Source: an optimization exercise on an open RTL-to-GDS flow (aim: small area, a short achievable clock period and few clock cycles). Production flows keep margins and buffers that such runs may drop.
Function was checked by simulation only, so behaviour that the tests miss may differ from the original.
Power figures rest on the tool's default switching activity, not on a simulated workload.

$ cat config.mk
export PLATFORM = sky130hd
export DESIGN_NAME = puf_resp_gen
export DESIGN_NICKNAME = puf_resp_gen
export VERILOG_FILES = /design/flow/design.v
export SDC_FILE = /design/flow/constraint.sdc
export NUM_CORES = 4
export LEC_CHECK = 0
export CAP_MARGIN = 20
export CORE_MARGIN = 2
export CORE_UTILIZATION = 40
export SLEW_MARGIN = 20
$ cat constraint.sdc
create_clock -name core_clock -period 6.5 [get_ports {I_sclk}]
set_input_delay 1.3000 -clock core_clock [delete_from_list [all_inputs] [get_ports {I_sclk}]]
set_output_delay 1.3000 -clock core_clock [all_outputs]
set_load 0.01 [all_outputs]
$ cat design.v
package puf_pkg;
  localparam int unsigned C_IOSCNUM_DEF      = 48;
  localparam int unsigned C_IOSCDWIDTH_DEF   = 24;
  localparam int unsigned C_OIDWIDTH_DEF     = 24;
  localparam int unsigned C_MEMDATAWIDTH_DEF = 8;
  localparam int unsigned C_MEMADDRWIDTH_DEF = 24;
  localparam int unsigned C_CHALBASE_DEF     = 0;
  localparam int unsigned C_IDXW = $clog2(C_IOSCNUM_DEF);
  typedef enum logic [2:0] {
    ST_IDLE,
    ST_FETCH_A,
    ST_FETCH_B,
    ST_CMP,
    ST_DONE
  } state_e;
endpackage
module cnt_regfile #(
  parameter int unsigned N  = puf_pkg::C_IOSCNUM_DEF,
  parameter int unsigned DW = puf_pkg::C_IOSCDWIDTH_DEF,
  parameter int unsigned IW = puf_pkg::C_IDXW
) (
  input  logic          I_sclk,
  input  logic          I_rst,
  input  logic          I_we,
  input  logic [IW-1:0] I_wr_idx,
  input  logic [DW-1:0] I_wr_data,
  input  logic [IW-1:0] I_rd_idx,
  output logic [DW-1:0] O_rd_data,
  input  logic          I_clr,
  output logic          O_all_loaded
);
  localparam logic [IW:0] NUM_L = N;
  logic [N-1:0][DW-1:0] cnt_q;
  logic [N-1:0]  loaded_q, loaded_d;
  logic [N-1:0]  wr_mask;
  always_comb begin
    wr_mask = '0;
    if (I_we) wr_mask[I_wr_idx] = 1'b1;
    loaded_d = I_clr ? '0 : (loaded_q | wr_mask);
  end
  assign O_all_loaded = &(loaded_q | wr_mask);
  assign O_rd_data    = ({1'b0, I_rd_idx} < NUM_L) ? cnt_q[I_rd_idx] : '0;
  for (genvar i = 0; i < N; i++) begin : g_cnt
    always_ff @(posedge I_sclk or posedge I_rst) begin
      if (I_rst) cnt_q[i] <= '0;
      else if (wr_mask[i]) cnt_q[i] <= I_wr_data;
    end
  end
  always_ff @(posedge I_sclk or posedge I_rst) begin
    if (I_rst) loaded_q <= '0;
    else       loaded_q <= loaded_d;
  end
endmodule
module puf_resp_gen #(
  parameter int unsigned C_IOSCNUM      = puf_pkg::C_IOSCNUM_DEF,
  parameter int unsigned C_IOSCDWIDTH   = puf_pkg::C_IOSCDWIDTH_DEF,
  parameter int unsigned C_OIDWIDTH     = puf_pkg::C_OIDWIDTH_DEF,
  parameter int unsigned C_MEMDATAWIDTH = puf_pkg::C_MEMDATAWIDTH_DEF,
  parameter int unsigned C_MEMADDRWIDTH = puf_pkg::C_MEMADDRWIDTH_DEF,
  parameter int unsigned C_CHALBASE     = puf_pkg::C_CHALBASE_DEF
) (
  input  logic                      I_sclk,
  input  logic                      I_rst,
  input  logic                      I_cnt_valid,
  input  logic [puf_pkg::C_IDXW-1:0]         I_cnt_idx,
  input  logic [C_IOSCDWIDTH-1:0]   I_cnt_data,
  output logic                      O_cnt_ready,
  input  logic                      I_start,
  output logic                      O_busy,
  output logic [C_MEMADDRWIDTH-1:0] O_mem_addr,
  input  logic [C_MEMDATAWIDTH-1:0] I_mem_data,
  output logic [C_OIDWIDTH-1:0]     O_prim_id,
  output logic                      O_id_valid,
  output logic                      O_err
);
  localparam int unsigned KW     = $clog2(C_OIDWIDTH);
  localparam logic [KW-1:0] K_LAST = C_OIDWIDTH - 1;
  localparam logic [puf_pkg::C_IDXW:0] NUM_L = C_IOSCNUM;
  puf_pkg::state_e                    state_q, state_d;
  logic [KW-1:0]             k_q, k_d;
  logic [C_MEMADDRWIDTH-1:0] addr_q, addr_d;
  logic [C_IOSCDWIDTH-1:0]   cnt_a_q, cnt_a_d;
  logic                      a_bad_q, a_bad_d;
  logic [C_OIDWIDTH-1:0]     shadow_q, shadow_d;
  logic [C_OIDWIDTH-1:0]     prim_id_q, prim_id_d;
  logic                      id_valid_q, id_valid_d;
  logic                      err_q, err_d;
  logic                      busy_q, busy_d;
  logic                      ready_q, ready_d;
  logic                    wr_acc, wr_ok, rd_ok, all_loaded, cmp_bit;
  logic [puf_pkg::C_IDXW-1:0]       rd_idx;
  logic [C_IOSCDWIDTH-1:0] rd_data;
  logic                    unused_mem_hi;
  assign wr_acc        = I_cnt_valid & ready_q;
  assign wr_ok         = {1'b0, I_cnt_idx} < NUM_L;
  assign rd_idx        = I_mem_data[puf_pkg::C_IDXW-1:0];
  assign rd_ok         = {1'b0, rd_idx} < NUM_L;
  assign unused_mem_hi = ^I_mem_data;
  cnt_regfile #(
    .N  (C_IOSCNUM),
    .DW (C_IOSCDWIDTH),
    .IW (puf_pkg::C_IDXW)
  ) u_cnt_regfile (
    .I_sclk       (I_sclk),
    .I_rst        (I_rst),
    .I_we         (wr_acc & wr_ok),
    .I_wr_idx     (I_cnt_idx),
    .I_wr_data    (I_cnt_data),
    .I_rd_idx     (rd_idx),
    .O_rd_data    (rd_data),
    .I_clr        (state_q == puf_pkg::ST_DONE),
    .O_all_loaded (all_loaded)
  );
  function automatic [C_MEMADDRWIDTH-1:0] chal_addr(input [KW-1:0] kk, input odd);
    chal_addr = C_CHALBASE + {kk, odd};
  endfunction
  always_comb begin
    state_d    = state_q;
    k_d        = k_q;
    addr_d     = addr_q;
    cnt_a_d    = cnt_a_q;
    a_bad_d    = a_bad_q;
    shadow_d   = shadow_q;
    prim_id_d  = prim_id_q;
    id_valid_d = 1'b0;
    err_d      = err_q;
    busy_d     = busy_q;
    ready_d    = ready_q;
    cmp_bit    = 1'b0;
    unique case (state_q)
      puf_pkg::ST_IDLE: begin
        if (I_start) begin
          if (all_loaded) begin
            err_d   = 1'b0;
            k_d     = '0;
            addr_d  = chal_addr('0, 1'b0);
            busy_d  = 1'b1;
            ready_d = 1'b0;
            state_d = puf_pkg::ST_FETCH_A;
          end else begin
            err_d = 1'b1;
          end
        end
        if (wr_acc && !wr_ok) err_d = 1'b1;
      end
      puf_pkg::ST_FETCH_A: begin
        addr_d  = chal_addr(k_q, 1'b1);
        state_d = puf_pkg::ST_FETCH_B;
      end
      puf_pkg::ST_FETCH_B: begin
        cnt_a_d = rd_data;
        a_bad_d = !rd_ok;
        state_d = puf_pkg::ST_CMP;
      end
      puf_pkg::ST_CMP: begin
        cmp_bit       = !a_bad_q && rd_ok && (cnt_a_q > rd_data);
        shadow_d[k_q] = cmp_bit;
        if (a_bad_q || !rd_ok) err_d = 1'b1;
        if (k_q == K_LAST) begin
          prim_id_d  = shadow_d;
          id_valid_d = 1'b1;
          addr_d     = '0;
          state_d    = puf_pkg::ST_DONE;
        end else begin
          k_d     = k_q + 1'b1;
          addr_d  = chal_addr(k_q + 1'b1, 1'b0);
          state_d = puf_pkg::ST_FETCH_A;
        end
      end
      puf_pkg::ST_DONE: begin
        busy_d  = 1'b0;
        ready_d = 1'b1;
        state_d = puf_pkg::ST_IDLE;
      end
      default: state_d = puf_pkg::ST_IDLE;
    endcase
  end
  always_ff @(posedge I_sclk or posedge I_rst) begin
    if (I_rst) begin
      state_q    <= puf_pkg::ST_IDLE;
      k_q        <= '0;
      addr_q     <= '0;
      cnt_a_q    <= '0;
      a_bad_q    <= 1'b0;
      shadow_q   <= '0;
      prim_id_q  <= '0;
      id_valid_q <= 1'b0;
      err_q      <= 1'b0;
      busy_q     <= 1'b0;
      ready_q    <= 1'b1;
    end else begin
      state_q    <= state_d;
      k_q        <= k_d;
      addr_q     <= addr_d;
      cnt_a_q    <= cnt_a_d;
      a_bad_q    <= a_bad_d;
      shadow_q   <= shadow_d;
      prim_id_q  <= prim_id_d;
      id_valid_q <= id_valid_d;
      err_q      <= err_d;
      busy_q     <= busy_d;
      ready_q    <= ready_d;
    end
  end
  assign O_cnt_ready = ready_q;
  assign O_busy      = busy_q;
  assign O_mem_addr  = addr_q;
  assign O_prim_id   = prim_id_q;
  assign O_id_valid  = id_valid_q;
  assign O_err       = err_q;
endmodule
$ cat run.sh
#!/bin/bash
# synth_recipe.tcl (not shown) runs the flow's synth.tcl, then flattens the netlist and writes it again
# the make line also repeats each setting of config.mk as NAME=value (left out here)
make -C /OpenROAD-flow-scripts/flow DESIGN_CONFIG=/design/flow/config.mk WORK_HOME=/design/flow/orfs CLKGATE_MAP_FILE= SYNTH_SCRIPT=/design/flow/synth_recipe.tcl finish
==> summary.md <==
| Metric | Value |
|---|---|
| Synthesized area | roughly 0.059 mm2 |
| CTS sink count | approximately 1.3k |
| Dpl hpwl | 88,120 um |
| Routed len/inst | around 25 um |
| Max IR drop VDD | roughly 0.2 mV |
| Post-synth ARST share | 1.000 |
| Clock latency at the later pin of the worst-skew pair | approximately 780 ps |
| H-tree depth | 4 |
| Layout cells sized above 1 | 0.4808 |
| Final Max Slew Viols | 0 |
| Yosys cell types | 72 |
| Die Area | between 0.15 and 0.2 mm2 |
| Synth top area cells | dfrtp_1 (54%), mux2_2 (22%), mux4_2 (14%) |
| Drc violations | 0 |
| Synth Register Bits | between 1k and 1.5k |
| CTS tree | yes |
| Core area | approximately 0.15 mm2 |
| Hold Buf Count CTS | 0 |
| IO buf count | 73 |
| Starting density of the core | 0.4021 |
| Row cnt | 141 |
| HP Start | u_cnt_regfile.cnt_q[964]$_DFFE_PP0P_ |
| Largest net degree at the start of global routing | roughly 180 |
| Synth-to-Final Area Change | 13.56% |
| CTS resizes | 0 |
| CTS buffer count | approximately 140 |
| RSZ-0062 raised after global routing | no |
| # setup viols final | 0 |
| Startpoint Class | primary input |
| Die Y | 388.8 um |
| Global route overflow | 0 |
| Root buffer cell | clkbuf_16 |
| Yosys top cell area share | 0.5450 |
| Most frequently used flop master after synthesis | dfrtp_1 |
| DRT Pass-1 Iters | 5 |
| Post-Place Setup Slack | 610.7 ps |
| Final GP Congestion | roughly 0.83 |
| CP Launch Point | I_cnt_idx[1] |
| Required time worst endpoint | between 7000 and 8000 ps |
| Cells after Synth | 3,954 |
| Worst r2r src | u_cnt_regfile.cnt_q[382]$_DFFE_PP0P_ |
| CP arrival | ~5800 ps |
| LEAKAGE | between 30 and 40 nW |
| Most area-hungry cell type in the Yosys netlist | dfrtp_1 |
| Initial antenna violation count | 10 |
| Number of enable flip-flop cells after synthesis | 0 |
| 1st-iter DRT viols | about 1.9k |
| Worst Setup End Kind | flop |
| Max FO, Critical Path | 11 |
| Worst Skew | roughly 31 ps |
| Fmax | 0.1965 GHz |
| Routed via count | approximately 34k |
| Status | timing/DRC/antenna clean |
| Worst setup margin | 1412 ps |
| WHS | about 460 ps |
| Vias/cell | 5.623 |
| Hold Crit Class | flop to flop |
| Fin. Hold Viols | 0 |
| Setup tns final | 0 ps |
| Filler cell count in the final layout | about 13k |
| Max-cap violations | 0 |
| Final wirelength | between 100,000 and 150,000 um |
| Least-Margin Pin Slew | 1048 ps |
| YS warnings | 2 |
| Reg clk slew, reported paths | about 50 ps |
| DRT antenna net count | 0 |
| Vias in the first global route | approximately 35k |
| GR Util All Layers | 0.1998 |
| Post-synthesis sequential area ratio | 0.5454 |
| Setup Crit Path Kind | primary input to flop |
| Relative slew slack | 0.3014 |
| First-pass GRT wire length | between 200,000 and 250,000 um |
| Pwr per Cell Area | roughly 310 mW/mm2 |
| Avg Cell Area, Syn | approximately 15 um2 |
| Final nets | 4,028 |
| Ports | 94 |
| Final period util | 0.7828 |
| Bufs on Longest Clock Path | 3 |
| Final min period | roughly 5100 ps |
| Die Wd | 388.8 um |
| Setup bufs post-CTS | 0 |
## worst paths after layout
check,cells after the start,slack [ps],end
setup / recovery,11,1410,state_q[0]$_DFFE_PP0P_
hold / removal,2,460,u_cnt_regfile.cnt_q[964]$_DFFE_PP0P_
setup reg to reg,14,2340,shadow_q[1]$_DFFE_PP0P_
hold reg to reg,2,460,u_cnt_regfile.cnt_q[964]$_DFFE_PP0P_
max in group asynchronous,3,3990,u_cnt_regfile.cnt_q[450]$_DFFE_PP0P_
min in group asynchronous,2,1050,k_q[0]$_DFFE_PP0P_
## Yosys cell counts (16+ instances only)
master / instances
buf_4: 20
mux4_2: 360
nor2_1: 120
inv_1: 31
buf_1: 51
nand3_1: 18
ha_1: 33
a21oi_1: 90
nor2b_1: 16
o21ai_0: 59
clkbuf_1: 325
a21o_1: 18
mux2_2: 1133
nand2_1: 157
mux2i_1: 34
dfrtp_1: 1290
## metrics by stage
step / instances / util / area, um2 / total power [mW]
after floorplan: 3971 / - / 59300 / 12.00
after global placement: 5738 / 0.4252 / 62630 / 12.62
after detailed placement: 5738 / 0.4252 / 62630 / 12.74
after CTS: 5986 / 0.4566 / 67260 / 20.79
after global routing: 5987 / 0.4566 / 67260 / 21.48
final: 5987 / 0.4566 / 67260 / 20.56
## power by group
part           internal, mW  switching, mW  total (mW)
clock network          4.65           3.33        7.98
registers              9.21          0.537        9.75
logic                  1.64           1.19        2.83
## kinds of logic (layout without fill, tap and decap cells)
| group | Yosys count | after routing | synth area share |
|---|---|---|---|
| AOI/OAI and AO/OA | 264 | 264 | 0.02871 |
| other | 1 | 19 | 0.00006331 |
| buffers and inverters | 432 | 517 | 0.02871 |
| adders and majority gates | 33 | 33 | 0.006971 |
| xor gates and xnor gates | 8 | 8 | 0.001183 |
| DFF | 1291 | 1291 | 0.5454 |
| muxes | 1527 | 1527 | 0.3580 |
| and+or+nand+nor | 398 | 398 | 0.03092 |
## sequential cells by signal (all words and copies together), names as in the netlist, 3 cells and up
name / flops
addr_q: 6
cnt_a_q: 24
k_q: 5
prim_id_q: 24
shadow_q: 24
state_q: 3
u_cnt_regfile.cnt_q: 1152
u_cnt_regfile.loaded_q: 48
## cells in the final DEF (no fill, tap or decap), drive strengths merged, types with 12 or more instances in the layout
master,instances
buf,172
o21ai,60
o211ai,14
nor4,12
nor2,120
and2,13
nor3,13
a21oi,92
mux2i,34
a21o,18
mux2,1133
mux4,360
dfrtp,1290
conb,18
nand2,157
nor2b,16
clkbuf,209
inv,39
ha,33
clkdlybuf4s50,64
clkinv,26
nand3,20
a31oi,13
## area by class of cell
| cell class | instances | area [um2] | area share |
|---|---|---|---|
| inverters | 33 | 132.6 | 0.001972 |
| well taps | 1930 | 2415 | 0.03590 |
| clock buffers | 209 | 4249 | 0.06317 |
| multi-input cells | 2248 | 25510 | 0.3792 |
| repair buffers | 236 | 2270 | 0.03374 |
| clock inverters | 39 | 379.1 | 0.005636 |
| flip-flops and latches | 1291 | 32310 | 0.4803 |
| diodes | 1 | 2.502 | 0.00003720 |
## worst max-delay path: stages
cell,delay (ps)
clkdlybuf4s50_1,460
buf_4,200
or4_1,710
or3_1,440
buf_4,220
a21oi_2,380
a31oi_1,310
a2111oi_2,730
nand2_1,90
or4_1,600
a221oi_2,280
## layer usage
layer / up-vias / track usage / wire (um)
li1: 14547 / - / -
met1: 18324 / 0.2826 / 68750
met2: 594 / 0.3265 / 71820
met3: 200 / 0.02799 / 5056
met4: 0 / 0.04889 / 2849
met5: - / 0 / 0
Testbench counts, summed over its fixed seeds: cycles 23,232.

-- afterwards: timing with drivers on the ports --
The flow's constraints put no driver on any port. The routed layout listed below was extracted and timed again, unchanged, in two steps.
Step 1, drivers: a clkbuf_16 drives I_sclk and a buf_2 each remaining input, both assumed.
Step 2 adds t to the input delays and takes it off the output delays; t is the mean of the earliest and latest rising clock arrival at the registers after step 1. Input paths then give back, and output paths get back, about the clock's delay inside the block.
a / b / c = ideal ports / drivers / drivers and shift; a / b = the first two.
shift t [ns]: 0.841
slack for setup (ns): 1.412 / 1.467 / 0.626
worst hold slack (ns): 0.464 / 0.464 / 0.464
worst setup path at the end: input to register
pins driven straight from the clock port: 1
After both steps this run still meets setup and hold. For this run, drivers alone change the setup slack by +0.055 ns; drivers and shift together by -0.786 ns.
